From an optimization exercise on the open Yosys and OpenROAD flow, aimed at small area, a short achievable clock period and few clock cycles per item; shortcuts taken in it are not production practice. Where RTL was checked, it was by simulation tests only, not by an equivalence proof against the original. The RTL of run 2 was laid out without a check of its function. Power is estimated from default activity; no workload was simulated.

## flow/run.sh

```bash
#!/bin/bash
# synth_recipe.tcl (not shown) runs the flow's synth.tcl, then flattens the netlist and writes it again
# the make line also repeats each setting of config.mk as NAME=value (left out here)
make -C /OpenROAD-flow-scripts/flow DESIGN_CONFIG=/design/flow/config.mk WORK_HOME=/design/flow/orfs CLKGATE_MAP_FILE= SYNTH_SCRIPT=/design/flow/synth_recipe.tcl finish
```

## flow/config.mk

```make
export PLATFORM = sky130hd
export DESIGN_NAME = soc_chip
export DESIGN_NICKNAME = soc_chip
export VERILOG_FILES = /design/flow/design.v
export SDC_FILE = /design/flow/constraint.sdc
export NUM_CORES = 4
export LEC_CHECK = 0
export CAP_MARGIN = 20
export CORE_MARGIN = 2
export CORE_UTILIZATION = 45
export PLACE_DENSITY = 0.6
export SLEW_MARGIN = 20
export SYNTH_MEMORY_MAX_BITS = 16384
```

## flow/constraint.sdc

```tcl
create_clock -name core_clock -period 8.0 [get_ports {clk_i}]
set_input_delay 1.6000 -clock core_clock [delete_from_list [all_inputs] [get_ports {clk_i}]]
set_output_delay 1.6000 -clock core_clock [all_outputs]
set_load 0.01 [all_outputs]
```

## flow/design.v

```verilog
package soc_pkg;
  localparam int ADDR_W = 16;   
  localparam int DATA_W = 32;
  localparam int SEL_W  = DATA_W / 8;
  localparam int DECODE_W     = 4;   
  localparam int LMEM_WORDS   = 256;
  localparam int LMEM_IDX_W   = $clog2(LMEM_WORDS);
  localparam int LMEM_BYTE_AW = LMEM_IDX_W + $clog2(SEL_W);
  localparam logic [ADDR_W-1:0] UART_BASE       = 16'h8000;
  localparam logic [ADDR_W-1:0] UART_TXDATA_OFS = 16'h0000;
  localparam logic [ADDR_W-1:0] UART_STATUS_OFS = 16'h0004;   
  localparam int UART_CLKS_PER_BIT = 8;
  localparam int UART_FRAME_BITS   = 10;
  localparam int UART_CNT_W        = $clog2(UART_CLKS_PER_BIT);
  localparam int UART_BIT_CNT_W    = $clog2(UART_FRAME_BITS);
  typedef struct packed {
    logic              cyc;
    logic              stb;
    logic              we;
    logic [ADDR_W-1:0] adr;
    logic [DATA_W-1:0] dat;
    logic [SEL_W-1:0]  sel;
  } wb_req_t;
  typedef struct packed {
    logic              ack;
    logic              err;
    logic [DATA_W-1:0] dat;
  } wb_rsp_t;
  typedef enum logic [1:0] {
    REGION_LMEM,
    REGION_UART,
    REGION_NONE
  } region_e;
endpackage
module soc_fabric (
  input  logic             clk_i,
  input  logic             i_rst_n,
  input  soc_pkg::wb_req_t i_wb,
  output soc_pkg::wb_rsp_t o_wb,
  output soc_pkg::wb_req_t o_lmem_req,
  input  soc_pkg::wb_rsp_t i_lmem_rsp,
  output soc_pkg::wb_req_t o_uart_req,
  input  soc_pkg::wb_rsp_t i_uart_rsp
);
  soc_pkg::region_e region;
  logic             none_err;   
  always_comb begin
    if (i_wb.adr[soc_pkg::ADDR_W-1 -: soc_pkg::DECODE_W] ==
        soc_pkg::UART_BASE[soc_pkg::ADDR_W-1 -: soc_pkg::DECODE_W]) begin
      region = soc_pkg::REGION_UART;
    end else if (i_wb.adr[soc_pkg::ADDR_W-1:soc_pkg::LMEM_BYTE_AW] == '0) begin
      region = soc_pkg::REGION_LMEM;
    end else begin
      region = soc_pkg::REGION_NONE;
    end
  end
  always_comb begin
    o_lmem_req     = i_wb;
    o_uart_req     = i_wb;
    o_lmem_req.cyc = i_wb.cyc && (region == soc_pkg::REGION_LMEM);
    o_lmem_req.stb = i_wb.stb && (region == soc_pkg::REGION_LMEM);
    o_uart_req.cyc = i_wb.cyc && (region == soc_pkg::REGION_UART);
    o_uart_req.stb = i_wb.stb && (region == soc_pkg::REGION_UART);
  end
  always_ff @(posedge clk_i) begin
    if (!i_rst_n) begin
      none_err <= 1'b0;
    end else begin
      none_err <= i_wb.cyc && i_wb.stb && (region == soc_pkg::REGION_NONE) && !none_err;
    end
  end
  always_comb begin
    o_wb.ack = i_lmem_rsp.ack | i_uart_rsp.ack;
    o_wb.err = i_lmem_rsp.err | i_uart_rsp.err | none_err;
    case (region)
      soc_pkg::REGION_LMEM: o_wb.dat = i_lmem_rsp.dat;
      soc_pkg::REGION_UART: o_wb.dat = i_uart_rsp.dat;
      default:              o_wb.dat = '0;
    endcase
  end
endmodule
module soc_lmem (
  input  logic             clk_i,
  input  logic             i_rst_n,
  input  soc_pkg::wb_req_t i_req,
  output soc_pkg::wb_rsp_t o_rsp
);
  logic [soc_pkg::DATA_W-1:0]     mem [soc_pkg::LMEM_WORDS];
  logic [soc_pkg::LMEM_IDX_W-1:0] idx;
  logic [soc_pkg::DATA_W-1:0]     rdata_q;
  logic                           ack_q;
  logic                           req_new;
  assign idx     = i_req.adr[soc_pkg::LMEM_BYTE_AW-1:soc_pkg::LMEM_BYTE_AW-soc_pkg::LMEM_IDX_W];
  assign req_new = i_req.cyc && i_req.stb && !ack_q;   
  always_ff @(posedge clk_i) begin
    if (!i_rst_n) begin
      ack_q <= 1'b0;
    end else begin
      ack_q <= req_new;
    end
  end
  always_ff @(posedge clk_i) begin
    if (req_new) begin
      if (i_req.we) begin
        for (int b = 0; b < soc_pkg::SEL_W; b++) begin
          if (i_req.sel[b]) mem[idx][b*8 +: 8] <= i_req.dat[b*8 +: 8];
        end
      end
      rdata_q <= mem[idx];   
    end
  end
  always_comb begin
    o_rsp.ack = ack_q;
    o_rsp.err = 1'b0;
    o_rsp.dat = rdata_q;
  end
endmodule
module soc_uart (
  input  logic             clk_i,
  input  logic             i_rst_n,
  input  soc_pkg::wb_req_t i_req,
  output soc_pkg::wb_rsp_t o_rsp,
  output logic             o_uart_tx
);
  logic [soc_pkg::ADDR_W-1:0]          ofs;
  logic                                is_tx;
  logic                                is_stat;
  logic                                req;
  logic                                accept_tx;
  logic                                read_ok;
  logic                                bad_req;
  logic                                ack_q;
  logic                                err_q;
  logic [soc_pkg::DATA_W-1:0]          rdata_q;
  logic                                start_q;
  logic                                busy;
  logic [soc_pkg::UART_FRAME_BITS-1:0] frame;
  logic [soc_pkg::UART_CNT_W-1:0]      clk_cnt;
  logic [soc_pkg::UART_BIT_CNT_W-1:0]  bit_cnt;
  logic                                bit_end;
  assign ofs     = {{soc_pkg::DECODE_W{1'b0}},
                    i_req.adr[soc_pkg::ADDR_W-soc_pkg::DECODE_W-1:0]};
  assign is_tx   = (ofs == soc_pkg::UART_TXDATA_OFS);
  assign is_stat = (ofs == soc_pkg::UART_STATUS_OFS);
  assign req     = i_req.cyc && i_req.stb && !ack_q && !err_q;
  assign accept_tx = req && i_req.we && is_tx && !busy && !start_q;
  assign read_ok   = req && !i_req.we && (is_tx || is_stat);
  assign bad_req   = req && ((i_req.we && is_stat) || !(is_tx || is_stat));
  assign bit_end   = (clk_cnt == soc_pkg::UART_CNT_W'(soc_pkg::UART_CLKS_PER_BIT - 1));
  always_ff @(posedge clk_i) begin
    if (!i_rst_n) begin
      ack_q <= 1'b0;
      err_q <= 1'b0;
    end else begin
      ack_q <= accept_tx || read_ok;
      err_q <= bad_req;
    end
  end
  always_ff @(posedge clk_i) begin
    if (read_ok) begin
      rdata_q <= is_stat ? {{(soc_pkg::DATA_W-1){1'b0}}, busy} : '0;
    end
  end
  always_ff @(posedge clk_i) begin
    if (!i_rst_n) begin
      start_q <= 1'b0;
      busy    <= 1'b0;
      clk_cnt <= '0;
      bit_cnt <= '0;
    end else begin
      start_q <= accept_tx;
      if (start_q) begin
        busy    <= 1'b1;
        clk_cnt <= '0;
        bit_cnt <= '0;
      end else if (busy) begin
        if (bit_end) begin
          clk_cnt <= '0;
          if (bit_cnt == soc_pkg::UART_BIT_CNT_W'(soc_pkg::UART_FRAME_BITS - 1)) begin
            busy <= 1'b0;   
          end else begin
            bit_cnt <= bit_cnt + 1'b1;
          end
        end else begin
          clk_cnt <= clk_cnt + 1'b1;
        end
      end
    end
  end
  always_ff @(posedge clk_i) begin
    if (accept_tx) begin
      frame <= {1'b1, i_req.dat[7:0], 1'b0};   
    end else if (busy && bit_end) begin
      frame <= {1'b1, frame[soc_pkg::UART_FRAME_BITS-1:1]};
    end
  end
  assign o_uart_tx = busy ? frame[0] : 1'b1;
  always_comb begin
    o_rsp.ack = ack_q;
    o_rsp.err = err_q;
    o_rsp.dat = rdata_q;
  end
endmodule
module soc_top (
  input  logic             clk_i,
  input  logic             i_rst_n,
  input  soc_pkg::wb_req_t i_wb,
  output soc_pkg::wb_rsp_t o_wb,
  output logic             o_uart_tx
);
  soc_pkg::wb_req_t lmem_req;
  soc_pkg::wb_rsp_t lmem_rsp;
  soc_pkg::wb_req_t uart_req;
  soc_pkg::wb_rsp_t uart_rsp;
  soc_fabric fabric (
    .clk_i     (clk_i),
    .i_rst_n   (i_rst_n),
    .i_wb      (i_wb),
    .o_wb      (o_wb),
    .o_lmem_req(lmem_req),
    .i_lmem_rsp(lmem_rsp),
    .o_uart_req(uart_req),
    .i_uart_rsp(uart_rsp)
  );
  soc_lmem lmem (
    .clk_i  (clk_i),
    .i_rst_n(i_rst_n),
    .i_req  (lmem_req),
    .o_rsp  (lmem_rsp)
  );
  soc_uart uart_core (
    .clk_i    (clk_i),
    .i_rst_n  (i_rst_n),
    .i_req    (uart_req),
    .o_rsp    (uart_rsp),
    .o_uart_tx(o_uart_tx)   
  );
endmodule
module soc_chip (
  input  logic        clk_i,
  input  logic        i_rst_n,
  input  logic        i_wb_cyc,
  input  logic        i_wb_stb,
  input  logic        i_wb_we,
  input  logic [15:0] i_wb_adr,
  input  logic [31:0] i_wb_dat,
  input  logic [3:0]  i_wb_sel,
  output logic        o_wb_ack,
  output logic        o_wb_err,
  output logic [31:0] o_wb_dat,
  output logic        o_uart_tx
);
  soc_pkg::wb_req_t wb_req;
  soc_pkg::wb_rsp_t wb_rsp;
  always_comb begin
    wb_req.cyc = i_wb_cyc;
    wb_req.stb = i_wb_stb;
    wb_req.we  = i_wb_we;
    wb_req.adr = i_wb_adr;
    wb_req.dat = i_wb_dat;
    wb_req.sel = i_wb_sel;
  end
  assign o_wb_ack = wb_rsp.ack;
  assign o_wb_err = wb_rsp.err;
  assign o_wb_dat = wb_rsp.dat;
  soc_top top (
    .clk_i    (clk_i),
    .i_rst_n  (i_rst_n),
    .i_wb     (wb_req),
    .o_wb     (wb_rsp),
    .o_uart_tx(o_uart_tx)
  );
endmodule
```

==> impl_metrics.yaml, run 1 <==
setup_path:
  cp_num_buf_inv: 3
  crit_path_end_kind: "primary output"
  slowest_stage_cell_cp: "clkdlybuf4s50_1"
  critical_path.max_fanout: 16
  crit-reg2reg-launch: "top.lmem.ack_q"
  reg2reg_to: "top.lmem.mem[113][13]"
  r2r_cells: 6
  worst_path_most_repeated_cell: "clkdlybuf4s50_1"
  cpPeakStageDelay_ns: 0.67
  timing_worst_setup_path_type: "in2out"
  slack_of_the_worst_reg_to_reg_path_ns: 4.58
  critical_path_arrival_ns: 4.43
  worstPathCellList: "clkdlybuf4s50_1 > or3_1 > nor4_4 > buf_6 > a22o_1 > clkdlybuf4s50_1"
  startpoint_type: "primary input"
  cpLargestDelayFamily: "buffers and inverters"
  cp_data_required_time_ns: 6.40
sta:
  worst_hold_slack_ns: 0.458
  finalHoldViolCount: 0
  rsz0062_at_grt: "false"
  fmax_ghz: 0.166
  period_minus_slack_ns: 6.03
  setup-violations-final: 0
  timing.final.crit_share_pct: 75.3
  final_max_slew_violation_count: 0
  finalClockSkew_ns: 0.104
  worstMarginPinSlew_ns: 1.42
  slew_headroom_pct: 5.25
  setup_tns_final_ns: 0
die:
  placementRows: 307
  design.portCount: 92
  die_area_um2: 707000
  die_h_um: 841
  initial_core_util_pct: 45.1
  die_width_um: 841
  core_area_um2: 698000
cts:
  ctsResizeCount: 0
  tritoncts: "built"
  htreeDepth: 6
  clkTransAtPathRegs_ns: 0.07
  cts_post_setup_buffers_inserted: 0
  clock_insertion_delay_worst_skew_ns: 1.19
  cts_hold_repair.buffers: 0
  clock_path_buffers: 4
  clock-root-buffer: "clkbuf_16"
  cts_buffers: 815
  clock-sinks: 8247
global_route:
  grt_pass1_vias: 154000
  grt_antenna_before_repair: 105
  gr-usage-all-layers_pct: 25.4
  grt_start_max_net_pins: 175
  grt_first_pass_wirelength_um: 1260000
  grt_overflow: 0
pwr:
  power.combinational.fraction_pct: 4.5
  p_leak_nw: 108
  sequentialPowerShare_pct: 53.2
  worst_vdd_drop_uv: 267
  power_frac_clock_pct: 42.3
  p_sw_mw: 19.3
  sw_frac_of_total_pct: 21.6
  power.internal_mw: 70.1
  power.density_nw_per_um2: 251
cells_and_area:
  filler_cells_inserted: 54500
  area_growth_pct: 13.2
  final_layout_size_suffix_gt1_share_pct: 25.1
  postLayoutCoreUtil_pct: 51.1
  layout.cells.most_common: "edfxtp_1"
  layoutNonFillerInstCount: 24900
  num-nets-final: 14900
  most-common-layout-cells: "edfxtp_1, mux4_2, nor2_1, a22oi_1, clkbuf_16"
route:
  routed_via_density: 6.33
  drc: 0
  drt_pass1_iterations: 6
  first_iter_violations: 24300
  route.vias.total: 158000
  ant_nets: 0
  drt-wirelength-per-cell_um: 36.8
  wirelength_um: 917000
logic_synthesis:
  ys_ff_latch: 8247
  synthesis.area_per_instance_um2: 22.0
  synthCells: 14300
  ys_types: 38
  synth_area_um2: 315000
  synth_warnings: 4
  synth_nets: 14400
  synth.yosys.seq_area_share_pct: 78.6
placement:
  gp_congestion: 0.879
  port_buffers: 91
  numPlacedInstances: 23300
  hpwl_um: 586000
job:
  cap_violations: 0
min_path:
  worst_hold_startpoint: "top.uart_core.frame[1]"
  hold-path-cell-count: 2
  hold_path.class: "reg2reg"
  min_to: "top.uart_core.frame[0]"
status:
  status: "complete, no violations"
[worst max-delay path by stage]
stage / from / endpoint / slack, ns / depth (start not counted)
floorplan: i_wb_adr[13] / o_wb_dat[18] / 3.62 / 4
global placement: i_wb_adr[2] / top.lmem.rdata_q[24] / 1.15 / 9
detailed placement: i_wb_adr[5] / top.lmem.mem[99][16] / 1.74 / 5
CTS: i_wb_adr[13] / o_wb_dat[0] / 1.97 / 6
global route: i_wb_adr[13] / o_wb_dat[11] / 1.92 / 7
finish: i_wb_adr[13] / o_wb_dat[0] / 1.97 / 6
[flip-flops by register name, summed over array words and instances, names as in the netlist, 3 cells and up]
| name | count |
|---|---|
| top.lmem.mem | 8192 |
| top.lmem.rdata_q | 32 |
| top.uart_core.bit_cnt | 4 |
| top.uart_core.clk_cnt | 3 |
| top.uart_core.frame | 9 |
[power by group through the flow]
stage | logic, mW | clock network (mW) | registers, mW
floorplan | 1.97 | 0 | 48.4
global placement | 3.98 | 0 | 48.4
detailed placement | 4.03 | 0 | 48.4
CTS | 4.02 | 38.2 | 47.5
global route | 4.18 | 39.8 | 47.5
finish | 4.01 | 37.8 | 47.5
[layout make-up]
type / count / area, um^2 / area share (%)
Clock inverter: 496 / 4980 / 1.40
Inverter: 1 / 3.75 / 0.00105
Timing Repair Buffer: 635 / 6390 / 1.79
Tap cell: 9270 / 11600 / 3.25
Antenna cell: 75 / 188 / 0.0526
Multi-Input combinational cell: 5183 / 64600 / 18.1
Sequential cell: 8247 / 248000 / 69.4
Clock buffer: 1001 / 21200 / 5.96
[kinds of logic after synthesis]
family	synth area share, %
mux	14.6
xor+xnor	0.00834
flops	78.6
compound gates	3.65
fa+ha+maj	0.0159
simple gates	1.81
buf+inv	1.29
[layer usage]
layer	vias to the layer above	global-route usage, %	wire length (um)
li1	61900	-	-
met1	85000	36.4	364000
met2	9088	38.1	415000
met3	1433	7.05	102000
met4	78	8.73	35500
met5	-	0.136	1080
[worst register-to-register path, delay by kind of cell (launching register included)]
family / cells / cell delay, ns
simple gates: 4 / 2.07
flops: 1 / 0.33
buf+inv: 2 / 0.63
[metrics by stage]
stage	cell area, um^2	power, mW	setup slack (ns)
6_report	357000	89.4	1.97
5_1_grt	356000	91.5	1.92
4_1_cts	356000	89.7	1.97
3_5_place_dp	330000	52.5	1.74
3_3_place_gp	330000	52.4	1.15
2_1_floorplan	315000	50.4	3.62
[cell usage after synthesis]
library cell,instances,share of area [%]
o21ai_0,2,0.0032
nor3_2,1,0.0032
nand3b_1,1,0.0024
nor2b_1,5,0.0099
or2_2,4,0.0079
inv_1,1,0.0012
ha_1,4,0.016
xor2_1,2,0.0056
clkbuf_1,547,0.65
nand2_1,273,0.33
nor3_1,6,0.0095
nor4b_1,2,0.0056
nand4_1,33,0.066
edfxtp_1,8233,78
a211oi_1,2,0.0048
and3b_1,1,0.0028
buf_1,126,0.15
nand2b_1,12,0.024
buf_4,45,0.11
buf_2,154,0.24
o21a_1,1,0.0024
a21oi_1,515,0.82
nor4_2,1,0.0040
nor4_1,4,0.0079
o41ai_1,128,0.36
dfxtp_1,14,0.089
and2_1,37,0.073
nor2_1,1060,1.3
xnor2_1,1,0.0028
mux4_2,2048,15
a21o_1,1,0.0024
buf_6,38,0.14
nor3b_1,1,0.0024
mux2i_1,2,0.0064
or3_1,1,0.0020
a22oi_1,1024,2.4
a22o_1,8,0.022
and3_1,3,0.0060
Testbench counts, summed over its fixed seeds: cycles 8,192, items 4,096.
==> run 2, diff against run 1 <==
--- a/flow/design.v
+++ b/flow/design.v
@@ -46,2 +46,3 @@
   logic             none_err;   
+  logic [soc_pkg::DATA_W-1:0] dat_q;   
   always_comb begin
@@ -71,2 +72,5 @@
   end
+  always_ff @(posedge clk_i) begin
+    dat_q <= i_lmem_rsp.dat | i_uart_rsp.dat;
+  end
   always_comb begin
@@ -74,7 +78,3 @@
     o_wb.err = i_lmem_rsp.err | i_uart_rsp.err | none_err;
-    case (region)
-      soc_pkg::REGION_LMEM: o_wb.dat = i_lmem_rsp.dat;
-      soc_pkg::REGION_UART: o_wb.dat = i_uart_rsp.dat;
-      default:              o_wb.dat = '0;
-    endcase
+    o_wb.dat = dat_q;
   end
@@ -87,30 +87,40 @@
 );
-  logic [soc_pkg::DATA_W-1:0]     mem [soc_pkg::LMEM_WORDS];
-  logic [soc_pkg::LMEM_IDX_W-1:0] idx;
-  logic [soc_pkg::DATA_W-1:0]     rdata_q;
-  logic                           ack_q;
-  logic                           req_new;
-  assign idx     = i_req.adr[soc_pkg::LMEM_BYTE_AW-1:soc_pkg::LMEM_BYTE_AW-soc_pkg::LMEM_IDX_W];
-  assign req_new = i_req.cyc && i_req.stb && !ack_q;   
-  always_ff @(posedge clk_i) begin
-    if (!i_rst_n) begin
-      ack_q <= 1'b0;
-    end else begin
-      ack_q <= req_new;
-    end
-  end
-  always_ff @(posedge clk_i) begin
-    if (req_new) begin
-      if (i_req.we) begin
-        for (int b = 0; b < soc_pkg::SEL_W; b++) begin
-          if (i_req.sel[b]) mem[idx][b*8 +: 8] <= i_req.dat[b*8 +: 8];
-        end
+  localparam int W  = soc_pkg::DATA_W;
+  localparam int NW = soc_pkg::LMEM_WORDS;
+  logic            req;
+  logic            wr;
+  logic            rd_start;
+  logic            rd_q;
+  logic [7:0]      idx;
+  logic [NW-1:0]   dec;          
+  logic [W-1:0]    word_q [NW];
+  logic [W-1:0]    rword;
+  assign req      = i_req.cyc && i_req.stb;
+  assign wr       = req && i_req.we;
+  assign rd_start = req && !i_req.we && !rd_q;   
+  assign idx      = i_req.adr[9:2];
+  always_ff @(posedge clk_i) begin
+    if (!i_rst_n) begin
+      rd_q <= 1'b0;
+    end else begin
+      rd_q <= rd_start;
+    end
+  end
+  always_comb begin
+    for (int i = 0; i < NW; i++) dec[i] = (idx == 8'(i));
+  end
+  for (genvar i = 0; i < NW; i++) begin : g_word
+    for (genvar b = 0; b < soc_pkg::SEL_W; b++) begin : g_byte
+      always_ff @(posedge clk_i) begin
+        if (wr && dec[i] && i_req.sel[b]) word_q[i][b*8 +: 8] <= i_req.dat[b*8 +: 8];
       end
-      rdata_q <= mem[idx];   
-    end
-  end
-  always_comb begin
-    o_rsp.ack = ack_q;
+    end
+  end
+  always_comb begin
+    rword = word_q[idx];
+  end
+  always_comb begin
+    o_rsp.ack = wr || rd_q;
     o_rsp.err = 1'b0;
-    o_rsp.dat = rdata_q;
+    o_rsp.dat = rword & {W{rd_start}};
   end
@@ -133,3 +143,2 @@
   logic                                err_q;
-  logic [soc_pkg::DATA_W-1:0]          rdata_q;
   logic                                start_q;
@@ -140,2 +149,5 @@
   logic                                bit_end;
+  logic                                busy_d;    
+  logic                                tx_d;      
+  logic                                tx_q;
   assign ofs     = {{soc_pkg::DECODE_W{1'b0}},
@@ -156,7 +168,2 @@
       err_q <= bad_req;
-    end
-  end
-  always_ff @(posedge clk_i) begin
-    if (read_ok) begin
-      rdata_q <= is_stat ? {{(soc_pkg::DATA_W-1){1'b0}}, busy} : '0;
     end
@@ -196,3 +203,28 @@
   end
-  assign o_uart_tx = busy ? frame[0] : 1'b1;
+  always_comb begin
+    if (start_q) begin
+      busy_d = 1'b1;
+    end else if (busy && bit_end &&
+                 bit_cnt == soc_pkg::UART_BIT_CNT_W'(soc_pkg::UART_FRAME_BITS - 1)) begin
+      busy_d = 1'b0;
+    end else begin
+      busy_d = busy;
+    end
+    if (accept_tx) begin
+      tx_d = 1'b0;   
+    end else if (busy && bit_end) begin
+      tx_d = frame[1];
+    end else begin
+      tx_d = frame[0];
+    end
+    tx_d = !busy_d || tx_d;
+  end
+  always_ff @(posedge clk_i) begin
+    if (!i_rst_n) begin
+      tx_q <= 1'b1;
+    end else begin
+      tx_q <= tx_d;
+    end
+  end
+  assign o_uart_tx = tx_q;
   always_comb begin
@@ -200,3 +232,3 @@
     o_rsp.err = err_q;
-    o_rsp.dat = rdata_q;
+    o_rsp.dat = {{(soc_pkg::DATA_W-1){1'b0}}, read_ok && is_stat && busy};
   end
--- a/flow/config.mk
+++ b/flow/config.mk
@@ -8,5 +8,9 @@
 export CAP_MARGIN = 20
+export CELL_PAD_IN_SITES_DETAIL_PLACEMENT = 1
 export CORE_MARGIN = 2
-export CORE_UTILIZATION = 45
-export PLACE_DENSITY = 0.6
+export CORE_UTILIZATION = 40
+export CTS_CLUSTER_DIAMETER = 60
+export CTS_CLUSTER_SIZE = 30
+export PLACE_DENSITY = 0.55
+export SETUP_SLACK_MARGIN = 4.3
 export SLEW_MARGIN = 20
==> run 2 against run 1 <==
Net effect:
- the run now fails in global routing (5_1_grt)
- area after synthesis decreased by 3.6%
- synthesized cell count increased by 22%
==> impl_metrics.yaml, run 2 <==
logic_synthesis:
  ys_types: 75
  yosys.area.top_type_share_pct: 81.1
  dominantRegCellSynth: "edfxtp_1"
  synth.yosys.seq_area_share_pct: 81.4
  synth.cells.most_frequent: "edfxtp_1, a22oi_1, nor2_1"
  synthCells: 17400
  yosys.area.top_type: "edfxtp_1"
  synth_area_um2: 304000
  synthesis.area_per_instance_um2: 17.4
  ys_ff_latch: 8247
  synth_warnings: 5
  async_reset_ff_share_pct: 0
  synth_nets: 17500
  synth.most_common_cell: "edfxtp_1"
  synth-edff-count: 8200
  largest_cells_by_area_after_synthesis: "edfxtp_1, a22oi_1, nor2_1"
status:
  status: "aborted with a tool error"
  tool.error: "[ERROR GRT-0232] Routing congestion too high. Check the congestion heatmap in the GUI."
  haltStage: "global routing (5_1_grt)"
placement:
  hpwl_um: 1870000
  numPlacedInstances: 28200
  gp_congestion: 1.24
  port_buffers: 91
cts:
  htreeDepth: 6
  cts_buffers: 637
  clock_path_buffers: 4
  cts_hold_repair.buffers: 0
  clock-root-buffer: "clkbuf_16"
  clock-sinks: 8247
die:
  design.portCount: 92
  die_h_um: 875
  placementRows: 320
  die_width_um: 875
  initial_core_util_pct: 40.1
global_route:
  grt_overflow: 1
  gr-usage-all-layers_pct: 73.9
  grt_start_max_net_pins: 198
## run 2: changes by cell type after synthesis, sizes merged, moves of 255 or more
| cell | before | now |
|---|---|---|
| nand2 | 273 | 751 |
| nand4 | 33 | 316 |
| a22o | 8 | 353 |
| a21oi | 515 | 161 |
| o22ai | 0 | 414 |
| a22oi | 1024 | 3112 |
| nor2 | 1060 | 1401 |
| mux4 | 2048 | 0 |
| a222oi | 0 | 255 |
## run 2: repair_timing
item	4_1_cts
setup buffers	1698
endpoints found under the setup margin	8268
cloned	49
pin swaps	1069
resized for setup	1551
## run 2: kinds of logic after synthesis
group	share of synthesized area [%]
DFF	81.4
adders and majority gates	0.0165
muxes	0.0338
AOI/OAI and AO/OA	11.9
buffers and inverters	1.69
xor gates and xnor gates	0.0115
and+or+nand+nor	4.98
## run 2: metal layers
layer	GRT overflow	track usage [%]
met2	0	83.8
met4	0	71.8
met1	0	75.1
met5	0	41.2
met3	1	64.6
## run 2: worst max path at each step
| stage | slack, ns | to |
|---|---|---|
| 2_1_floorplan | 3.78 | o_wb_ack |
| 3_5_place_dp | 0.63 | top.lmem.word_q[0][26] |
| 4_1_cts | 3.56 | o_wb_ack |
| 3_3_place_gp | 0.50 | top.fabric.dat_q[30] |
## run 2: power by group through the flow
stage | logic, mW | clock network, mW | registers, mW
2_1_floorplan | 0.750 | 0 | 48.4
3_3_place_gp | 2.91 | 0 | 48.4
3_5_place_dp | 2.95 | 0 | 48.4
4_1_cts | 3.44 | 35.2 | 47.4
## run 2: metrics by stage
stage	total power, mW	cell area [um^2]	setup slack, ns	hold slack, ns
after floorplan	49.2	317000	3.78	0.395
after global placement	51.3	339000	0.502	0.408
after detailed placement	51.4	341000	0.626	0.415
after CTS	86.1	394000	3.56	0.425
==> run 3, diff against run 2 <==
--- a/flow/design.v
+++ b/flow/design.v
@@ -76,3 +76,4 @@
   always_comb begin
-    o_wb.ack = i_lmem_rsp.ack | i_uart_rsp.ack;
+    o_wb.ack = (i_wb.cyc && i_wb.stb && i_wb.we && (region == soc_pkg::REGION_LMEM)) |
+               i_lmem_rsp.ack | i_uart_rsp.ack;
     o_wb.err = i_lmem_rsp.err | i_uart_rsp.err | none_err;
@@ -87,12 +88,9 @@
 );
-  localparam int W  = soc_pkg::DATA_W;
-  localparam int NW = soc_pkg::LMEM_WORDS;
-  logic            req;
-  logic            wr;
-  logic            rd_start;
-  logic            rd_q;
-  logic [7:0]      idx;
-  logic [NW-1:0]   dec;          
-  logic [W-1:0]    word_q [NW];
-  logic [W-1:0]    rword;
+  logic [soc_pkg::DATA_W-1:0]     mem [soc_pkg::LMEM_WORDS];
+  logic [soc_pkg::LMEM_IDX_W-1:0] idx;
+  logic                           req;
+  logic                           wr;
+  logic                           rd_start;
+  logic                           rd_q;
+  assign idx      = i_req.adr[soc_pkg::LMEM_BYTE_AW-1:soc_pkg::LMEM_BYTE_AW-soc_pkg::LMEM_IDX_W];
   assign req      = i_req.cyc && i_req.stb;
@@ -100,3 +98,2 @@
   assign rd_start = req && !i_req.we && !rd_q;   
-  assign idx      = i_req.adr[9:2];
   always_ff @(posedge clk_i) begin
@@ -108,9 +105,6 @@
   end
-  always_comb begin
-    for (int i = 0; i < NW; i++) dec[i] = (idx == 8'(i));
-  end
-  for (genvar i = 0; i < NW; i++) begin : g_word
-    for (genvar b = 0; b < soc_pkg::SEL_W; b++) begin : g_byte
-      always_ff @(posedge clk_i) begin
-        if (wr && dec[i] && i_req.sel[b]) word_q[i][b*8 +: 8] <= i_req.dat[b*8 +: 8];
+  always_ff @(posedge clk_i) begin
+    if (wr) begin
+      for (int b = 0; b < soc_pkg::SEL_W; b++) begin
+        if (i_req.sel[b]) mem[idx][b*8 +: 8] <= i_req.dat[b*8 +: 8];
       end
@@ -119,8 +113,5 @@
   always_comb begin
-    rword = word_q[idx];
-  end
-  always_comb begin
-    o_rsp.ack = wr || rd_q;
+    o_rsp.ack = rd_q;   
     o_rsp.err = 1'b0;
-    o_rsp.dat = rword & {W{rd_start}};
+    o_rsp.dat = mem[idx] & {soc_pkg::DATA_W{rd_start}};   
   end
--- a/flow/config.mk
+++ b/flow/config.mk
@@ -8,9 +8,8 @@
 export CAP_MARGIN = 20
-export CELL_PAD_IN_SITES_DETAIL_PLACEMENT = 1
 export CORE_MARGIN = 2
-export CORE_UTILIZATION = 40
+export CORE_UTILIZATION = 45
 export CTS_CLUSTER_DIAMETER = 60
 export CTS_CLUSTER_SIZE = 30
-export PLACE_DENSITY = 0.55
-export SETUP_SLACK_MARGIN = 4.3
+export PLACE_DENSITY = 0.6
+export SETUP_SLACK_MARGIN = 3.95
 export SLEW_MARGIN = 20
==> run 3 against run 2 <==
Net effect:
- area after synthesis rose by 4.9%
- now clean on timing, DRC and antenna
- synthesized cell count decreased by 18%
==> impl_metrics.yaml, run 3 <==
logic_synthesis:
  ys_ff_latch: 8247
  largest_cells_by_area_after_synthesis: "edfxtp_1, mux4_2, mux2i_1"
  ys_types: 62
  yosys.area.top_type: "edfxtp_1"
  dominantRegCellSynth: "edfxtp_1"
  synthCells: 14200
  synth.most_common_cell: "edfxtp_1"
  async_reset_ff_share_pct: 0
  synth-edff-count: 8200
  yosys.area.top_type_share_pct: 77.3
  synthesis.area_per_instance_um2: 22.4
  synth_area_um2: 319000
  synth.yosys.seq_area_share_pct: 77.6
  synth.cells.most_frequent: "edfxtp_1, mux4_2, nor2_1"
  synth_warnings: 4
  synth_nets: 14300
sta:
  final_max_slew_violation_count: 0
  setup-violations-final: 0
  worst_hold_slack_ns: 0.447
  fmax_ghz: 0.224
  finalHoldViolCount: 0
  slew_headroom_pct: 3.32
  worstMarginPinSlew_ns: 1.45
  finalClockSkew_ns: 0.0702
  period_minus_slack_ns: 4.46
  rsz0062_at_grt: "true"
  setup_tns_final_ns: 0
  timing.final.crit_share_pct: 55.7
setup_path:
  crit_path_end_kind: "flip-flop"
  critical_path.max_fanout: 21
  critical_path_arrival_ns: 5.48
  r2r_cells: 6
  startpoint_type: "primary input"
  cp_data_required_time_ns: 9.02
  reg2reg_to: "top.fabric.dat_q[15]"
  crit-reg2reg-launch: "top.lmem.mem[244][15]"
  slack_of_the_worst_reg_to_reg_path_ns: 4.63
  timing_worst_setup_path_type: "in2reg"
cts:
  tritoncts: "built"
  clkTransAtPathRegs_ns: 0.09
  clock-root-buffer: "clkbuf_16"
  cts_buffers: 526
  clock-sinks: 8247
  clock_insertion_delay_worst_skew_ns: 1.16
  clock_path_buffers: 4
  htreeDepth: 6
  cts_hold_repair.buffers: 0
placement:
  hpwl_um: 666000
  gp_congestion: 0.922
  port_buffers: 91
  placed_area_um2: 334000
global_route:
  grt_antenna_before_repair: 88
  top_usage_layer: "met2"
  grt_overflow: 0
  globalRouteMet3Util_pct: 8.84
  grt_pass1_vias: 153000
  grt.met2_usage_pct: 42.5
  gr-usage-all-layers_pct: 28.4
  grt_start_max_net_pins: 175
  groute.layer.met1.usage_pct: 38.2
  grt_first_pass_wirelength_um: 1380000
job:
  cap_violations: 0
cells_and_area:
  filler_cells_inserted: 55100
  final_layout_size_suffix_gt1_share_pct: 31.0
  area_growth_pct: 12.0
  num-nets-final: 14700
  max_ffs_per_register: 8192
  top_regs: "top.lmem.mem (8192), top.fabric.dat_q (32), top.uart_core.frame (9)"
  register_with_the_highest_flop_count: "top.lmem.mem"
  layout.cells.most_common: "edfxtp_1"
  most-common-layout-cells: "edfxtp_1, mux4_2, clkbuf_16, nor2_1, nor2_2"
  final_design_area_no_fill_um2: 357000
die:
  die_area_um2: 715000
  initial_core_util_pct: 45.1
  design.portCount: 92
  die_width_um: 845
  core_area_um2: 707000
  placementRows: 309
  die_h_um: 845
pwr:
  worst_vdd_drop_uv: 238
  power.internal_mw: 63.0
  power.density_nw_per_um2: 232
  finalPower_mw: 82.8
  p_sw_mw: 19.7
  sw_frac_of_total_pct: 23.8
  sequentialPowerShare_pct: 57.3
  power_frac_clock_pct: 36.6
  p_leak_nw: 107
  power.combinational.fraction_pct: 6.1
route:
  wirelength_um: 1050000
  drt_pass1_iterations: 7
  drt-wirelength-per-cell_um: 42.7
  drc: 0
  first_iter_violations: 26400
  ant_nets: 0
  routed_via_density: 6.56
  route.vias.total: 160000
min_path:
  worst_hold_startpoint: "top.fabric.none_err"
  hold_path.class: "reg2reg"
  min_to: "top.fabric.none_err"
  hold-path-cell-count: 1
status:
  status: "complete, no violations"
run 3: kinds of logic (layout without fill, tap and decap cells):
group | after synthesis | after routing | synth area share (%)
adders and majority gates | 4 | 4 | 0.0157
and+or+nand+nor | 1670 | 1671 | 2.12
buffers and inverters | 852 | 1684 | 1.44
xor gates and xnor gates | 2 | 2 | 0.00550
AOI/OAI and AO/OA | 744 | 744 | 1.65
DFF | 8247 | 8247 | 77.6
muxes | 2712 | 2712 | 17.2
other | 0 | 67 | 0
run 3: final cells by class:
type | count | area (um^2) | area share [%]
repair buffers | 712 | 8900 | 2.50
clock buffers | 568 | 13500 | 3.78
flip-flops and latches | 8247 | 247000 | 69.3
multi-input cells | 5133 | 70200 | 19.7
diodes | 67 | 168 | 0.0470
clock inverters | 401 | 4980 | 1.40
well taps | 9330 | 11700 | 3.27
inverters | 3 | 13.8 | 0.00386
run 3: what timing repair did:
item,4_1_cts,5_1_grt
endpoints found under the setup margin,8246,722
setup buffers,41,40
pin swaps,26,27
cloned,26,20
resized for setup,457,150
run 3: metal layers:
metal / part of all wire [%] / wire length, um
met5: 0.027 / 278
met4: 6.1 / 63700
met3: 12 / 129000
met2: 45 / 471000
met1: 37 / 382000
run 3: how the worst max path moves through the flow:
stage,startpoint,endpoint,slack (ns),cells past startpoint
2_1_floorplan,i_wb_adr[5],top.lmem.mem[156][0],3.81,11
3_3_place_gp,i_wb_we,o_wb_ack,0.78,5
3_5_place_dp,i_wb_we,o_wb_ack,0.81,5
4_1_cts,i_wb_cyc,o_wb_ack,3.36,5
5_1_grt,i_wb_stb,o_wb_ack,3.75,5
6_report,i_wb_adr[7],top.fabric.dat_q[0],3.54,10
run 3: critical path, stage by stage:
cell	delay [ns]
buf_6	0.20
buf_6	0.32
nand2_2	0.87
buf_4	0.46
a21oi_1	0.07
o211ai_1	0.18
nand3_1	0.21
o211ai_1	0.86
nand3_2	0.29
o221a_2	0.27
run 3: power groups by stage:
| stage | clock network [mW] | registers, mW | logic, mW |
|---|---|---|---|
| floorplan | 0 | 48.4 | 2.14 |
| global placement | 0 | 48.4 | 4.67 |
| detailed placement | 0 | 48.4 | 4.71 |
| CTS | 30.5 | 47.4 | 4.89 |
| global route | 31.9 | 47.4 | 5.13 |
| finish | 30.3 | 47.4 | 5.06 |
run 3: per-stage QoR:
step	util (%)	instances	setup slack [ns]
2_1_floorplan	-	14200	3.81
3_3_place_gp	47.2	23300	0.782
3_5_place_dp	47.2	23300	0.808
4_1_cts	50.2	24300	3.36
5_1_grt	50.4	24400	3.75
6_report	50.5	24500	3.54
Testbench counts of run 3, summed over its fixed seeds: cycles 5,739, items 4,096.
==> run 4, diff against run 3 <==
--- a/flow/design.v
+++ b/flow/design.v
@@ -47,2 +47,4 @@
   logic [soc_pkg::DATA_W-1:0] dat_q;   
+  logic             ack_q;      
+  logic             err_q;      
   always_comb begin
@@ -75,6 +77,15 @@
   end
+  always_ff @(posedge clk_i) begin
+    if (!i_rst_n) begin
+      ack_q <= 1'b0;
+      err_q <= 1'b0;
+    end else begin
+      ack_q <= i_lmem_rsp.ack | i_uart_rsp.ack;
+      err_q <= i_lmem_rsp.err | i_uart_rsp.err |
+               (i_wb.cyc && i_wb.stb && (region == soc_pkg::REGION_NONE) && !none_err);
+    end
+  end
   always_comb begin
-    o_wb.ack = (i_wb.cyc && i_wb.stb && i_wb.we && (region == soc_pkg::REGION_LMEM)) |
-               i_lmem_rsp.ack | i_uart_rsp.ack;
-    o_wb.err = i_lmem_rsp.err | i_uart_rsp.err | none_err;
+    o_wb.ack = (i_wb.cyc && i_wb.stb && i_wb.we && (region == soc_pkg::REGION_LMEM)) | ack_q;
+    o_wb.err = err_q;
     o_wb.dat = dat_q;
@@ -113,3 +124,3 @@
   always_comb begin
-    o_rsp.ack = rd_q;   
+    o_rsp.ack = rd_start;   
     o_rsp.err = 1'b0;
@@ -221,4 +232,4 @@
   always_comb begin
-    o_rsp.ack = ack_q;
-    o_rsp.err = err_q;
+    o_rsp.ack = accept_tx || read_ok;
+    o_rsp.err = bad_req;
     o_rsp.dat = {{(soc_pkg::DATA_W-1){1'b0}}, read_ok && is_stat && busy};
==> flow/flow/run.sh (new file) <==
#!/bin/bash
# The standard layout, with every port buffered by a plain buf_4 instead of the
# buffer the port buffering picks by itself (a slow clock-delay buffer on most
# ports). Make's output goes to standard.log; each ORFS step logs under orfs/logs.
set -euo pipefail
export BUFFER_PORTS_ARGS="-buffer_cell sky130_fd_sc_hd__buf_4"
bash standard.sh "BUFFER_PORTS_ARGS=$BUFFER_PORTS_ARGS" finish > standard.log 2>&1
==> flow/standard.sh (new file) <==
#!/bin/bash
# synth_recipe.tcl (not shown) runs the flow's synth.tcl, then flattens the netlist and writes it again
# the make line also repeats each setting of config.mk as NAME=value (left out here)
make -C /OpenROAD-flow-scripts/flow DESIGN_CONFIG=/design/flow/config.mk WORK_HOME=/design/flow/orfs CLKGATE_MAP_FILE= SYNTH_SCRIPT=/design/flow/synth_recipe.tcl "${@:-finish}"
removed: flow/run.sh
==> run 4 against run 3 <==
Net effect:
- the layout now fails its checks (slew limit)
- power decreased by 1.6%
- non-clock buffer count decreased by 92
- synthesized cell count increased by 0.87%
- register-to-register slack improved by 0.23 ns
- critical endpoint is now top.lmem.mem[108][9]
- global-route usage decreased by 0.78 points
==> impl_metrics.yaml, run 4 <==
cells_and_area:
  layout.cells.most_common: "edfxtp_1"
  most-common-layout-cells: "edfxtp_1, mux4_2, nor2_2, nand2_1, clkbuf_16"
  layoutNonFillerInstCount: 24400
  max_ffs_per_register: 8192
  filler_cells_inserted: 55600
  num-nets-final: 14700
  register_with_the_highest_flop_count: "top.lmem.mem"
  final_layout_size_suffix_gt1_share_pct: 31.4
  area_growth_pct: 11.3
  top_regs: "top.lmem.mem (8192), top.fabric.dat_q (32), top.uart_core.frame (9)"
pwr:
  sw_frac_of_total_pct: 23.7
  p_sw_mw: 19.3
  p_leak_nw: 106
  power.density_nw_per_um2: 230
  sequentialPowerShare_pct: 58.3
  power_frac_clock_pct: 35.7
  power.combinational.fraction_pct: 6.0
  worst_vdd_drop_uv: 212
  power.internal_mw: 62.1
status:
  status: "failed layout checks"
  layout.failed_checks: "slew limit"
cts:
  htreeDepth: 5
  clock_insertion_delay_worst_skew_ns: 1.14
  clock-root-buffer: "clkbuf_16"
  cts_buffers: 485
  tritoncts: "built"
  clock-sinks: 8249
  cts_hold_repair.buffers: 0
  clkTransAtPathRegs_ns: 0.09
  clock_path_buffers: 4
placement:
  port_buffers: 91
  hpwl_um: 652000
  gp_congestion: 0.896
  numPlacedInstances: 23400
sta:
  timing.final.crit_share_pct: 55.5
  worstMarginPinSlew_ns: 1.75
  final_max_slew_violation_count: 79
  rsz0062_at_grt: "true"
  slew_headroom_pct: -17.0
  setup-violations-final: 0
  period_minus_slack_ns: 4.44
  finalClockSkew_ns: 0.0797
  finalHoldViolCount: 0
  fmax_ghz: 0.225
  setup_tns_final_ns: 0
route:
  drc: 0
  route.vias.total: 159000
  wirelength_um: 1010000
  routed_via_density: 6.52
  first_iter_violations: 28700
  drt-wirelength-per-cell_um: 41.2
  drt_pass1_iterations: 8
  ant_nets: 0
global_route:
  grt_start_max_net_pins: 169
  grt_antenna_before_repair: 70
  grt_first_pass_wirelength_um: 1350000
  gr-usage-all-layers_pct: 27.6
  grt_overflow: 0
  grt_pass1_vias: 151000
logic_synthesis:
  synth_area_um2: 318000
  async_reset_ff_share_pct: 0
  ys_types: 62
  synth.cells.most_frequent: "edfxtp_1, mux4_2, nor2_1"
  synthCells: 14400
  yosys.area.top_type_share_pct: 77.3
  largest_cells_by_area_after_synthesis: "edfxtp_1, mux4_2, mux2i_1"
  dominantRegCellSynth: "edfxtp_1"
  synth-edff-count: 8200
  synth_warnings: 4
  synth.most_common_cell: "edfxtp_1"
  yosys.area.top_type: "edfxtp_1"
  synth.yosys.seq_area_share_pct: 77.6
  synth_nets: 14400
  ys_ff_latch: 8249
  synthesis.area_per_instance_um2: 22.2
setup_path:
  slowest_stage_cell_cp: "buf_4"
  startpoint_type: "primary input"
  crit_path_end_kind: "flip-flop"
  timing_worst_setup_path_type: "in2reg"
  worst_path_most_repeated_cell: "nand2_1"
  cp_num_buf_inv: 2
  critical_path_arrival_ns: 5.14
  critical_path.max_fanout: 41
  cp_data_required_time_ns: 8.70
  cpLargestDelayFamily: "simple AND/OR/NAND/NOR gates"
  worstPathCellList: "buf_8 > nand2_1 > nor3_4 > buf_4 > nand2_1 > nor2_2"
  cpPeakStageDelay_ns: 0.71
die:
  initial_core_util_pct: 45.1
  die_h_um: 845
  die_area_um2: 714000
  core_area_um2: 707000
  placementRows: 309
  design.portCount: 92
  die_width_um: 845
min_path:
  hold_path.class: "reg2reg"
job:
  cap_violations: 0
[run 4: cell types whose count changed after synthesis, moves of 13 or more]
cell,previous run,this run
buf_6,48,35
a31oi_1,9,34
a21oi_1,132,105
a22oi_1,333,243
nand2_1,389,565
mux2_2,30,10
a32oi_1,0,64
a22o_1,48,65
mux2i_1,485,435
clkbuf_1,277,294
[run 4: worst reg2reg max path, stage by stage, from the launching register on]
cell	delay, ns
edfxtp_1	0.39
mux4_2	0.47
mux2i_1	0.43
a22oi_1	0.18
o21ai_0	0.11
a211oi_1	0.13
buf_4	0.26
nor4_4	0.83
a31oi_1	0.19
[run 4: through the flow]
stage,total power [mW],utilization [%],worst slack (ns),cell area (um^2),hold WS (ns)
4_1_cts,81.5,50.0,3.69,353000,0.420
3_3_place_gp,53.0,47.1,1.04,333000,0.393
2_1_floorplan,50.6,-,3.86,320000,0.380
6_report,81.4,50.2,3.56,355000,0.425
5_1_grt,83.1,50.2,3.77,354000,0.427
3_5_place_dp,53.1,47.2,1.62,333000,0.408
[run 4: per-layer routing]
layer,GRT usage [%],part of all wire [%],wire length [um],vias up
met5,0,0.019,187,-
met4,11.2,4.8,48700,26
met3,6.63,11,113000,1498
met2,42.1,46,463000,9808
met1,38.8,38,382000,87100
li1,-,-,-,60800
[run 4: path summary, 6_finish.rpt]
path | from | to | slack, ns | depth (start not counted)
max | i_wb_adr[4] | top.lmem.mem[108][9] | 3.56 | 6
min | top.fabric.none_err | top.fabric.none_err | 0.43 | 1
max reg2reg | top.lmem.mem[15][5] | top.fabric.dat_q[5] | 4.86 | 8
min reg2reg | top.fabric.none_err | top.fabric.none_err | 0.43 | 1
[run 4: layout make-up]
cell class                 instances  area (um^2)  area share, %
inverter                           3         31.3        0.00882
multi-input combinational       5246        70800           20.0
clock inverter                   392         4850           1.37
sequential                      8249       247000           69.7
clock buffer                     524        12600           3.54
timing repair buffer             620         7300           2.06
tap                             9330        11700           3.29
antenna                           59          148         0.0416
[run 4: cells by family after synthesis]
kind of cell    share of synthesized area, %
compound gates                          1.68
xor+xnor                             0.00550
fa+ha+maj                             0.0157
buf+inv                                 1.43
flops                                   77.6
mux                                     16.9
simple gates                            2.35
[run 4: repair_timing]
item	in CTS	in global routing
pin swaps	23	11
buffers inserted	51	15
setup endpoints to repair	6364	1402
resized for setup	410	158
gates cloned	19	2
[run 4: power groups by stage]
stage | registers (mW) | clock network [mW] | logic (mW)
floorplan | 48.4 | 0 | 2.13
global placement | 48.4 | 0 | 4.59
detailed placement | 48.4 | 0 | 4.63
CTS | 47.4 | 29.3 | 4.79
global route | 47.4 | 30.7 | 4.97
finish | 47.4 | 29.1 | 4.89
Testbench counts of run 4, summed over its fixed seeds: cycles 5,739, items 4,096.
==> run 5, diff against run 4 <==
--- a/flow/config.mk
+++ b/flow/config.mk
@@ -13,3 +13,3 @@
 export PLACE_DENSITY = 0.6
-export SETUP_SLACK_MARGIN = 3.95
+export SETUP_SLACK_MARGIN = 4.2
 export SLEW_MARGIN = 20
==> run 5 against run 4 <==
Net effect:
- die area is the same
- sequential cell count is the same
- wire length grew 5.4%
- now clean on timing, DRC and antenna
- synthesized cell count is the same
==> impl_metrics.yaml, run 5 <==
logic_synthesis:
  synth_nets: 14400
  synth_compound_gate_area_share_pct: 1.68
  synth_warnings: 4
  synth.most_common_cell: "edfxtp_1"
  synth_mux_area_share_pct: 16.9
  synth-xor-area-share_pct: 0.00550
  synth_fa_ha_area_share_pct: 0.0157
  synth-edff-count: 8200
  async_reset_ff_share_pct: 0
  synth_area_um2: 318000
  synthCells: 14400
  yosys.area.top_type_share_pct: 77.3
  synth_top_family_by_area: "multiplexers"
  yosys.area.top_type: "edfxtp_1"
  synth.yosys.seq_area_share_pct: 77.6
  synthesis.area_per_instance_um2: 22.2
  ys_types: 62
  synth_simple_gate_area_share_pct: 2.35
  synth.cells.most_frequent: "edfxtp_1, mux4_2, nor2_1"
  dominantRegCellSynth: "edfxtp_1"
  ys_ff_latch: 8249
  largest_cells_by_area_after_synthesis: "edfxtp_1, mux4_2, mux2i_1"
cells_and_area:
  top_regs: "top.lmem.mem (8192), top.fabric.dat_q (32), top.uart_core.frame (9)"
  final_layout_size_suffix_gt1_share_pct: 35.2
  filler_cells_inserted: 54600
  most-common-layout-cells: "edfxtp_1, mux4_2, nor2_4, clkbuf_16, buf_4"
  max_ffs_per_register: 8192
  postLayoutCoreUtil_pct: 51.4
  num-nets-final: 15000
  area_growth_pct: 14.1
  layout.cells.most_common: "edfxtp_1"
  register_with_the_highest_flop_count: "top.lmem.mem"
sta:
  fmax_ghz: 0.244
  worst_hold_slack_ns: 0.409
  period_minus_slack_ns: 4.10
  timing.final.crit_share_pct: 51.2
  setup-violations-final: 0
  setup_tns_final_ns: 0
  rsz0062_at_grt: "true"
  slew_headroom_pct: 16.6
  finalClockSkew_ns: 0.0991
  worstMarginPinSlew_ns: 1.25
  final_max_slew_violation_count: 0
  finalHoldViolCount: 0
global_route:
  grt_start_max_net_pins: 225
  grt_first_pass_wirelength_um: 1390000
  grt_pass1_vias: 153000
  grt_antenna_before_repair: 99
  gr-usage-all-layers_pct: 28.8
  grt_overflow: 0
setup_path:
  critical_path_arrival_ns: 4.94
  worst_path_most_repeated_cell: "nand2_1"
  reg2reg_to: "top.fabric.dat_q[2]"
  cpPeakStageDelay_ns: 0.71
  cp_data_required_time_ns: 8.84
  critical_path.max_fanout: 53
  worstPathCellList: "buf_12 > nand2_1 > nor3_4 > buf_4 > nand2_1 > nor2_2"
  r2r_cells: 6
  crit-reg2reg-launch: "top.lmem.mem[43][2]"
  slack_of_the_worst_reg_to_reg_path_ns: 4.83
  timing_worst_setup_path_type: "in2reg"
  slowest_stage_cell_cp: "nand2_1"
  startpoint_type: "primary input"
  crit_path_end_kind: "flip-flop"
die:
  die_area_um2: 714000
  die_h_um: 845
  design.portCount: 92
  die_width_um: 845
  initial_core_util_pct: 45.1
  core_area_um2: 707000
  placementRows: 309
placement:
  port_buffers: 91
  gp_congestion: 0.930
  hpwl_um: 674000
min_path:
  hold-path-cell-count: 1
  hold_path.class: "reg2reg"
  min_to: "top.fabric.none_err"
  worst_hold_startpoint: "top.fabric.none_err"
route:
  drc: 0
  route.vias.total: 163000
  drt_pass1_iterations: 8
  first_iter_violations: 28700
  wirelength_um: 1060000
  ant_nets: 0
  drt-wirelength-per-cell_um: 43.0
  routed_via_density: 6.58
cts:
  cts_buffers: 547
  tritoncts: "built"
  clock-root-buffer: "clkbuf_16"
  clock_path_buffers: 4
  clkTransAtPathRegs_ns: 0.09
  clock_insertion_delay_worst_skew_ns: 1.25
  clock-sinks: 8249
  htreeDepth: 6
  cts_hold_repair.buffers: 0
status:
  status: "complete, no violations"
pwr:
  p_leak_nw: 109
  worst_vdd_drop_uv: 286
  power.density_nw_per_um2: 230
job:
  cap_violations: 0
run 5: cell counts after synthesis:
No cell type changed its count.
run 5: worst max-delay path: cells and delay by family:
kind,cells,cell delay [ns]
buffers and inverters,2,0.99
and+or+nand+nor,4,2.00
run 5: kinds of logic after synthesis:
logic type / count (synthesis)
AOI/OAI and AO/OA: 737
xor gates and xnor gates: 2
muxes: 2635
DFF: 8249
buffers and inverters: 862
adders and majority gates: 4
and+or+nand+nor: 1866
run 5: metrics by stage:
step	setup WS, ns	cell area [um^2]	cells	power (mW)
6_report	3.90	364000	24700	83.7
5_1_grt	4.01	363000	24700	85.3
4_1_cts	3.85	360000	24500	83.6
3_5_place_dp	1.62	337000	23400	53.0
3_3_place_gp	1.53	337000	23400	52.9
2_1_floorplan	3.92	324000	14400	50.6
run 5: cell type report:
type	instances	area [um^2]	share of cell area (%)
flip-flops and latches	8249	247000	68.0
multi-input cells	5247	74400	20.5
clock buffers	587	14100	3.88
well taps	9330	11700	3.21
repair buffers	840	10800	2.97
clock inverters	415	5080	1.40
diodes	38	95.1	0.0262
inverters	3	50.0	0.0138
repair inverters	1	8.76	0.00241
run 5: routing by layer:
| metal | track usage (%) | wire length [um] | vias to the layer above |
|---|---|---|---|
| met5 | 0 | 193 | - |
| met4 | 12.9 | 58300 | 28 |
| met3 | 10.3 | 145000 | 1731 |
| met2 | 41.3 | 461000 | 10900 |
| met1 | 39.9 | 397000 | 88500 |
| li1 | - | - | 61500 |
run 5: how the worst max path moves through the flow:
stage / endpoint / slack, ns / cells after the start / startpoint
6_report: top.lmem.mem[92][7] / 3.90 / 6 / i_wb_adr[4]
5_1_grt: top.fabric.dat_q[22] / 4.01 / 9 / i_wb_adr[2]
4_1_cts: top.fabric.dat_q[11] / 3.85 / 10 / i_wb_adr[3]
3_5_place_dp: top.fabric.dat_q[11] / 1.62 / 9 / i_wb_adr[3]
3_3_place_gp: top.fabric.dat_q[25] / 1.53 / 8 / i_wb_adr[2]
2_1_floorplan: top.lmem.mem[244][16] / 3.92 / 11 / i_wb_adr[2]
run 5: where the power goes:
part	switching, mW	internal (mW)
clock	16.5	14.7
combinational	3.35	1.73
sequential	0.00126	47.4
run 5: timing repair:
| action | 4_1_cts | 5_1_grt |
|---|---|---|
| endpoints found under the hold margin | 0 | 0 |
| buffers inserted | 103 | 104 |
| gates resized for setup | 468 | 243 |
| pin swaps | 32 | 25 |
| cloned | 35 | 32 |
| endpoints found under the setup margin | 6097 | 1258 |

[afterwards: timing with drivers on the ports]
How much do the figures lean on ideal ports? The routed layouts below were timed once more, with nothing changed but the port constraints.
Step 1, drivers: a clkbuf_16 drives clk_i and a buf_2 each remaining input, both assumed.
Step 2, shift: input delay + t, output delay - t, t = (earliest + latest rising clock arrival at the registers) / 2. This alone moves slack from input paths to output paths.
a / b / c = no drivers / after step 1 / after step 2; a / b = the first two.
| run | shift t [ns] | slack for setup (ns) | worst register clock-pin slew, ns | pins driven straight from the clock port |
|---|---|---|---|---|
| run 1 | 1.287 | 1.973 / 1.944 / 1.432 | 0.07 / 0.07 | 1 |
| run 3 | 1.276 | 3.543 / 3.270 / 1.994 | 0.11 / 0.11 | 1 |
| run 4 | 1.254 | 3.556 / 3.600 / 2.345 | 0.11 / 0.11 | 1 |
| run 5 | 1.313 | 3.905 / 3.662 / 2.349 | 0.11 / 0.11 | 1 |
The setup slack of run 5, which loses most, moves by -0.243 ns with the drivers and by -1.556 ns with both steps.
